Background: an optimization exercise with open tools, aiming at small area. Do not read the settings as production practice. In this exercise RTL edits were held to simulation tests only and were not proved equivalent to the original. Power and IR drop assume default switching activity.

Design snn_block_top, start of the top module:
module snn_block_top #(
	parameter int BLOCK_ID = 0,
	parameter int NEURONS = snn_pkg::NUM_NEURONS,
	parameter int ROWS = snn_pkg::NUM_ROWS
) (
	input logic CLK,
	input logic RESET_N,
	input logic [16:0] CFG,			 
	input logic W_VALID,
	input logic [7:0] WEIGHT_IN,		 
	output logic W_REQUEST,
	output logic W_SET_DONE,
	input logic START,
	input logic EN,
	input logic [snn_pkg::DATA_W-1:0] DATA_IN,
	input logic REQUEST,
	output logic FRONT_DONE,
	output logic OUT_SPIKE,
	output logic OUT_SPIKE_VALID,
	output logic BACK_DONE
);
	logic wr_en;
	snn_pkg::row_t wr_row;
	snn_pkg::nidx_t wr_neuron;
	snn_pkg::weight_t wr_data;
	snn_pkg::row_t rd_row;
	snn_pkg::weight_t [NEURONS-1:0] rd_weights;	 
	logic [NEURONS-1:0] spikes;
	logic acc_en;
	logic clear;
	snn_pkg::grp_code_t grp_code;
	logic [5:0] outputs;
	snn_pkg::sum_t [NEURONS-1:0] sums;
	weight_loader #(.NEURONS(NEURONS), .ROWS(ROWS)) i_loader (
		.CLK(CLK), .RESET_N(RESET_N), .W_VALID(W_VALID), .WEIGHT_IN(WEIGHT_IN),
		.W_REQUEST(W_REQUEST), .W_SET_DONE(W_SET_DONE), .wr_en(wr_en),
		.wr_row(wr_row), .wr_neuron(wr_neuron), .wr_data(wr_data)
	);
	weight_mem #(.NEURONS(NEURONS), .ROWS(ROWS)) i_mem (
		.CLK(CLK), .RESET_N(RESET_N), .wr_en(wr_en), .wr_row(wr_row),
		.wr_neuron(wr_neuron), .wr_data(wr_data), .rd_row(rd_row),
		.rd_weights(rd_weights)
	);
	front_ctrl #(.BLOCK_ID(BLOCK_ID), .NEURONS(NEURONS)) i_front (
		.CLK(CLK), .RESET_N(RESET_N), .CFG(CFG), .START(START), .EN(EN),
		.DATA_IN(DATA_IN), .rd_row(rd_row), .spikes(spikes), .acc_en(acc_en),
		.clear(clear), .FRONT_DONE(FRONT_DONE), .grp_code(grp_code), .outputs(outputs)
	);
	neuron_array #(.NEURONS(NEURONS)) i_neurons (
  ...
Size in the first run: ~1300 flip-flops, roughly 45 I/O pins, roughly 0.044 mm^2 of cells after synthesis.
==> module weight_mem, before the edit <==
module weight_mem #(
	parameter int NEURONS = 16,
	parameter int ROWS = 8
) (
	input logic CLK,
	input logic RESET_N,
	input logic wr_en,
	input snn_pkg::row_t wr_row,		 
	input snn_pkg::nidx_t wr_neuron,
	input snn_pkg::weight_t wr_data,
	input snn_pkg::row_t rd_row,
	output snn_pkg::weight_t [NEURONS-1:0] rd_weights
);
	localparam int HALF = NEURONS / 2;
	logic [2:0] ph;
	logic [2:0] ph1;
	logic [NEURONS-1:0][ROWS-1:0][7:0] ring;
	logic [HALF-1:0][7:0] pend;		 
	logic [NEURONS-1:0] ins;
	logic [ROWS-1:0] sel;			 
	assign ph1 = ph + 3'd1;
	always_ff @(posedge CLK or negedge RESET_N) begin
		if (!RESET_N)
			ph <= '0;
		else
			ph <= ph1;
	end
	always_comb begin
		logic hi;
		snn_pkg::row_t prow;
		for (int p = 0; p < HALF; p++) begin
			hi = (wr_neuron > 4'(p + HALF)) || (wr_neuron <= 4'(p));
			prow = (wr_neuron > 4'(p)) ? wr_row : wr_row - 3'd1;
			ins[p] = !hi && (prow == ph1);
			ins[p + HALF] = hi && (prow == ph1);
		end
	end
	always_ff @(posedge CLK) begin
		if (wr_en)
			pend[wr_neuron[2:0]] <= wr_data;
		for (int n = 0; n < NEURONS; n++) begin
			ring[n][0] <= ins[n] ? pend[n % HALF] : ring[n][ROWS-1];
			for (int k = 1; k < ROWS; k++)
				ring[n][k] <= ring[n][k-1];
		end
		for (int k = 0; k < ROWS; k++)
			sel[k] <= (3'(k) == ph1 - rd_row);
	end
	always_comb begin
		for (int n = 0; n < NEURONS; n++) begin
			rd_weights[n] = '0;
			for (int k = 0; k < ROWS; k++)
				rd_weights[n] |= ring[n][k] & {8{sel[k]}};
		end
	end
endmodule
==> module spike_readout, before the edit <==
module spike_readout #(
	parameter int NEURONS = 16
) (
	input logic CLK,
	input logic RESET_N,
	input logic REQUEST,
	input logic FRONT_DONE,
	input snn_pkg::sum_t [NEURONS-1:0] sums,
	input snn_pkg::grp_code_t grp_code,
	input logic [5:0] outputs,
	output logic OUT_SPIKE,
	output logic OUT_SPIKE_VALID,
	output logic BACK_DONE
);
	logic accept;
	logic [4:0] out_lim;
	logic [4:0] rem;				 
	logic seen;						 
	logic [NEURONS-1:0] res;		 
	logic [NEURONS-1:0] res_new;
	logic [NEURONS/2-1:0][12:0] s2;
	logic [NEURONS/4-1:0][13:0] s4;
	assign accept = REQUEST & FRONT_DONE;
	always_comb begin
		logic [4:0] max_out;
		max_out = 5'(NEURONS >> grp_code);
		out_lim = (outputs > 6'(max_out)) ? max_out : outputs[4:0];
	end
	logic [NEURONS/2-1:0][13:0] c2;
	logic [NEURONS/4-1:0][14:0] c4;
	logic [NEURONS/8-1:0][15:0] c8;
	logic [NEURONS/8-1:0] neg8;
	always_comb begin
		logic [12:0] a2, b2;
		logic [13:0] a4, b4;
		logic [14:0] a8, b8;
		for (int j = 0; j < NEURONS/2; j++) begin
			a2 = {sums[2*j][11], sums[2*j]};
			b2 = {sums[2*j+1][11], sums[2*j+1]};
			c2[j][0] = 1'b0;
			for (int b = 0; b < 12; b++) begin
				s2[j][b] = a2[b] ^ b2[b] ^ c2[j][b];
				c2[j][b+1] = (a2[b] & b2[b]) | (a2[b] & c2[j][b]) | (b2[b] & c2[j][b]);
			end
			s2[j][12] = (a2[11] & b2[11]) | (a2[11] & s2[j][11]) | (b2[11] & s2[j][11]);
			c2[j][13] = 1'b0;
		end
		for (int j = 0; j < NEURONS/4; j++) begin
			a4 = {s2[2*j][12], s2[2*j]};
			b4 = {s2[2*j+1][12], s2[2*j+1]};
			c4[j][0] = 1'b0;
			for (int b = 0; b < 13; b++) begin
				s4[j][b] = a4[b] ^ b4[b] ^ c4[j][b];
				c4[j][b+1] = (a4[b] & b4[b]) | (a4[b] & c4[j][b]) | (b4[b] & c4[j][b]);
			end
			s4[j][13] = (a4[12] & b4[12]) | (a4[12] & s4[j][12]) | (b4[12] & s4[j][12]);
			c4[j][14] = 1'b0;
		end
		for (int j = 0; j < NEURONS/8; j++) begin
			a8 = {s4[2*j][13], s4[2*j]};
			b8 = {s4[2*j+1][13], s4[2*j+1]};
			c8[j][0] = 1'b0;
			for (int b = 0; b < 13; b++)
				c8[j][b+1] = (a8[b] & b8[b]) | (a8[b] & c8[j][b]) | (b8[b] & c8[j][b]);
			neg8[j] = (a8[13] & b8[13]) | (a8[13] & ~c8[j][13]) | (b8[13] & ~c8[j][13]);
			c8[j][15:14] = 2'b00;
		end
		for (int j = 0; j < NEURONS; j++) begin
			if (j < NEURONS/8)
				res_new[j] = grp_code[1] ? (grp_code[0] ? ~neg8[j % (NEURONS/8)] : ~s4[j % (NEURONS/4)][13])
					: (grp_code[0] ? ~s2[j % (NEURONS/2)][12] : ~sums[j][11]);
			else if (j < NEURONS/4)
				res_new[j] = grp_code[1] ? ~s4[j % (NEURONS/4)][13]
					: (grp_code[0] ? ~s2[j % (NEURONS/2)][12] : ~sums[j][11]);
			else if (j < NEURONS/2)
				res_new[j] = grp_code[0] ? ~s2[j % (NEURONS/2)][12] : ~sums[j][11];
			else
				res_new[j] = ~sums[j][11];
		end
	end
	always_ff @(posedge CLK or negedge RESET_N) begin
		if (!RESET_N) begin
			rem <= '0;
			seen <= 1'b0;
		end else if (accept) begin
			rem <= out_lim;
			seen <= 1'b1;
		end else if (rem != '0) begin
			rem <= rem - 5'd1;
		end
	end
	always_ff @(posedge CLK) begin
		if (accept)
			res <= res_new;
		else
			res <= res >> 1;
	end
	assign OUT_SPIKE_VALID = (rem != '0);
	assign OUT_SPIKE = OUT_SPIKE_VALID & res[0];
	assign BACK_DONE = seen & (rem == '0);
endmodule
export LEC_CHECK = 0
export CAP_MARGIN = 20
export CORE_MARGIN = 2
export CORE_UTILIZATION = 70
export CTS_BUF_LIST = sky130_fd_sc_hd__clkbuf_8
export CTS_CLUSTER_DIAMETER = 55
export CTS_CLUSTER_SIZE = 18
export SLEW_MARGIN = 20
create_clock -name core_clock -period 25.0 [get_ports {CLK}]
standard.sh (not shown) runs the stock make flow with config.mk's settings and CLKGATE_MAP_FILE= SYNTH_SCRIPT=/design/flow/synth_recipe.tcl, a recipe that flattens the netlist after the stock synthesis.
==> flow/flow/run.sh <==
#!/bin/bash
# The standard layout (standard.sh) with changes that leave the registers
# as the standard synthesis makes them:
#  - after Yosys extracts full adders, fixfa.py picks each adder's polarity
#    (a full adder is self-dual) so fewer inverters sit around the adders;
#  - ABC maps the logic with an area-recovering script (abc_map.script, used in
#    place of ORFS's abc_speed.script);
#  - clock tree synthesis leaves out dummy loads and uses clkbuf_8 clusters.
# Every other ORFS script is used unchanged from a copy of $FLOW_HOME/scripts.
# standard.sh's output goes to standard.log; ORFS keeps each step's log under
# orfs/logs/.
set -euo pipefail
cd "$(dirname "$0")/.."
rm -rf scripts_local
cp -r "$FLOW_HOME/scripts" scripts_local
cp flow/abc_map.script scripts_local/abc_speed.script
cp flow/fixfa.py scripts_local/fixfa.py
python3 flow/patch_synth.py scripts_local/synth.tcl > patch.log 2>&1
export SCRIPTS_DIR="$PWD/scripts_local"
export CTS_ARGS="-sink_clustering_enable -repair_clock_nets -dont_use_dummy_load -buf_list sky130_fd_sc_hd__clkbuf_8 -sink_clustering_size 18 -sink_clustering_max_diameter 55"
bash standard.sh > standard.log 2>&1
Other scripts of this flow, unchanged in this note and not shown: flow/flow/abc_map.script, flow/flow/fixfa.py, flow/flow/patch_synth.py
Next try:
--- a/flow/design.v
+++ b/flow/design.v
@@ -82,13 +82,10 @@
 	logic [HALF-1:0][7:0] pend;		 
 	logic [NEURONS-1:0] ins;
 	logic [ROWS-1:0] sel;			 
 	assign ph1 = ph + 3'd1;
-	always_ff @(posedge CLK or negedge RESET_N) begin
-		if (!RESET_N)
-			ph <= '0;
-		else
-			ph <= ph1;
+	always_ff @(posedge CLK) begin
+		ph <= ph1;
 	end
 	always_comb begin
 		logic hi;
 		snn_pkg::row_t prow;
@@ -258,34 +255,29 @@
 		for (int j = 0; j < NEURONS/2; j++) begin
 			a2 = {sums[2*j][11], sums[2*j]};
 			b2 = {sums[2*j+1][11], sums[2*j+1]};
 			c2[j][0] = 1'b0;
-			for (int b = 0; b < 12; b++) begin
+			for (int b = 0; b < 13; b++) begin
 				s2[j][b] = a2[b] ^ b2[b] ^ c2[j][b];
 				c2[j][b+1] = (a2[b] & b2[b]) | (a2[b] & c2[j][b]) | (b2[b] & c2[j][b]);
 			end
-			s2[j][12] = (a2[11] & b2[11]) | (a2[11] & s2[j][11]) | (b2[11] & s2[j][11]);
-			c2[j][13] = 1'b0;
 		end
 		for (int j = 0; j < NEURONS/4; j++) begin
 			a4 = {s2[2*j][12], s2[2*j]};
 			b4 = {s2[2*j+1][12], s2[2*j+1]};
 			c4[j][0] = 1'b0;
-			for (int b = 0; b < 13; b++) begin
+			for (int b = 0; b < 14; b++) begin
 				s4[j][b] = a4[b] ^ b4[b] ^ c4[j][b];
 				c4[j][b+1] = (a4[b] & b4[b]) | (a4[b] & c4[j][b]) | (b4[b] & c4[j][b]);
 			end
-			s4[j][13] = (a4[12] & b4[12]) | (a4[12] & s4[j][12]) | (b4[12] & s4[j][12]);
-			c4[j][14] = 1'b0;
 		end
 		for (int j = 0; j < NEURONS/8; j++) begin
 			a8 = {s4[2*j][13], s4[2*j]};
 			b8 = {s4[2*j+1][13], s4[2*j+1]};
 			c8[j][0] = 1'b0;
-			for (int b = 0; b < 13; b++)
+			for (int b = 0; b < 14; b++)
 				c8[j][b+1] = (a8[b] & b8[b]) | (a8[b] & c8[j][b]) | (b8[b] & c8[j][b]);
-			neg8[j] = (a8[13] & b8[13]) | (a8[13] & ~c8[j][13]) | (b8[13] & ~c8[j][13]);
-			c8[j][15:14] = 2'b00;
+			neg8[j] = a8[14] ^ b8[14] ^ c8[j][14];
 		end
 		for (int j = 0; j < NEURONS; j++) begin
 			if (j < NEURONS/8)
 				res_new[j] = grp_code[1] ? (grp_code[0] ? ~neg8[j % (NEURONS/8)] : ~s4[j % (NEURONS/4)][13])
After rerunning: The changed run finished clean; global-route usage rose by 0.14 points; count of clock-buffer cells in the layout fell by 2; design area is about the same; sequential share of layout area fell by 0.18 points; wire length rose by 1.2%; synthesized cell count rose by 1.3%; power rose by 2.5%; worst setup slack improves by 0.33 ns; register-to-register slack improves by 0.33 ns; synthesized area rose by 0.32%; cell count rose by 0.68%; die area rose by 0.32%; sequential power rose by about 4%; clock skew fell by 0.0053 ns.


JK:
snn_block_top again, from the RTL that the note above started with.
Settings: LEC_CHECK=0, CAP_MARGIN=20, CORE_MARGIN=2, CORE_UTILIZATION=80, CTS_BUF_LIST=sky130_fd_sc_hd__clkbuf_8, CTS_CLUSTER_DIAMETER=55, CTS_CLUSTER_SIZE=18, SLEW_MARGIN=20; clock period 25.0 ns.
==> flow/flow/run.sh <==
#!/bin/bash
# The standard layout (standard.sh) with changes that leave the registers
# as the standard synthesis makes them:
#  - after Yosys extracts full adders, fixfa.py picks each adder's polarity
#    (a full adder is self-dual) so fewer inverters sit around the adders;
#  - ABC maps the logic with an area-recovering script (abc_map.script, used in
#    place of ORFS's abc_speed.script);
#  - ports are buffered with buf_1 cells;
#  - clock tree synthesis leaves out dummy loads and uses clkbuf_8 clusters.
# Every other ORFS script is used unchanged from a copy of $FLOW_HOME/scripts.
# standard.sh's output goes to standard.log; ORFS keeps each step's log under
# orfs/logs/.
set -euo pipefail
cd "$(dirname "$0")/.."
rm -rf scripts_local
cp -r "$FLOW_HOME/scripts" scripts_local
cp flow/abc_map.script scripts_local/abc_speed.script
cp flow/fixfa.py scripts_local/fixfa.py
python3 flow/patch_synth.py scripts_local/synth.tcl > patch.log 2>&1
export SCRIPTS_DIR="$PWD/scripts_local"
export BUFFER_PORTS_ARGS="-buffer_cell sky130_fd_sc_hd__buf_1"
export CTS_ARGS="-sink_clustering_enable -repair_clock_nets -dont_use_dummy_load -buf_list sky130_fd_sc_hd__clkbuf_8 -sink_clustering_size 18 -sink_clustering_max_diameter 55"
bash standard.sh > standard.log 2>&1
Other scripts of this flow, unchanged in this note and not shown: flow/flow/abc_map.script, flow/flow/fixfa.py, flow/flow/patch_synth.py
Changes in MS relative to JK:
==> flow/design.v, changed modules only <==
module weight_mem #(
	parameter int NEURONS = 16,
	parameter int ROWS = 8
) (
	input logic CLK,
	input logic RESET_N,
	input logic wr_en,
	input snn_pkg::row_t wr_row,		 
	input snn_pkg::nidx_t wr_neuron,
	input snn_pkg::weight_t wr_data,
	input snn_pkg::row_t rd_row,
	output snn_pkg::weight_t [NEURONS-1:0] rd_weights
);
	localparam int HALF = NEURONS / 2;
	logic [2:0] ph;
	logic [2:0] ph1;
	logic [NEURONS-1:0][ROWS-1:0][7:0] ring;
	logic [HALF-1:0][7:0] pend;		 
	logic [NEURONS-1:0] ins;
	logic [ROWS-1:0] sel;			 
	assign ph1 = ph + 3'd1;
	always_ff @(posedge CLK or negedge RESET_N) begin
		if (!RESET_N)
			ph <= '0;
		else
			ph <= ph1;
	end
	always_comb begin
		logic hi;
		logic hit_cur, hit_prev;
		hit_cur = (wr_row == ph1);
		hit_prev = (wr_row - 3'd1 == ph1);
		for (int p = 0; p < HALF; p++) begin
			hi = (wr_neuron > 4'(p + HALF)) || (wr_neuron <= 4'(p));
			ins[p] = !hi && hit_cur;
			ins[p + HALF] = hi && ((wr_neuron > 4'(p)) ? hit_cur : hit_prev);
		end
	end
	always_ff @(posedge CLK) begin
		if (wr_en)
			pend[wr_neuron[2:0]] <= wr_data;
		for (int n = 0; n < NEURONS; n++) begin
			ring[n][0] <= ins[n] ? pend[n % HALF] : ring[n][ROWS-1];
			for (int k = 1; k < ROWS; k++)
				ring[n][k] <= ring[n][k-1];
		end
		for (int k = 0; k < ROWS; k++)
			sel[k] <= (3'(k) == ph1 - rd_row);
	end
	always_comb begin
		for (int n = 0; n < NEURONS; n++) begin
			rd_weights[n] = '0;
			for (int k = 0; k < ROWS; k++)
				rd_weights[n] |= ring[n][k] & {8{sel[k]}};
		end
	end
endmodule
Notes after the runs:
The worst setup slack of MS exceeds that of JK by 590 ps. The total power density per cell area reported for MS is smaller than that of JK by about 3%. MS against JK; final HPWL from detailed placement is up slightly. In MS the wire length on met2 turned out about 0.35% higher than in JK. JK -> MS: summed area of non-filler cells in the final layout flat. Wire: MS routes less than JK. MS and JK ended up with nearly the same compound-cell area share of the yosys netlist. Via-per-instance ratio: MS vs JK — no meaningful difference. Number of standard cells after synthesis of MS falls short of that of JK slightly. MS — total power 3.3% lower, JK as reference.

port drivers added, routing unchanged:
No port has a modelled driver above. Below, the same layouts with a new extraction and two added sets of constraints. Step 1: set_driving_cell puts a clkbuf_16 on CLK and a buf_2 on each other input, an assumption about the parent block. Step 2 moves the port delays by t, midway between the first and last clock arrival at a register: inputs arrive t later, outputs are due t later. That takes back most of the time a late clock gives input paths. Three values: no drivers, after step 1, after step 2; two values: the first two.
| run | shift t [ns] | setup WS [ns] | worst hold slack (ns) | worst slew at a driven data input, ns |
|---|---|---|---|---|
| the first run of note 1 | 0.760 | 16.715 / 16.715 / 16.715 | 0.309 / 0.309 / 0.309 | 0.06 |
| the second run of note 1 | 0.774 | 17.050 / 17.050 / 17.050 | 0.304 / 0.304 / 0.304 | 0.04 |
| JK | 0.760 | 16.750 / 16.750 / 16.750 | 0.338 / 0.338 / 0.338 | 0.08 |
| MS | 0.764 | 17.340 / 17.340 / 17.340 | 0.327 / 0.327 / 0.327 | 0.06 |
After both steps every run listed still meets setup and hold.
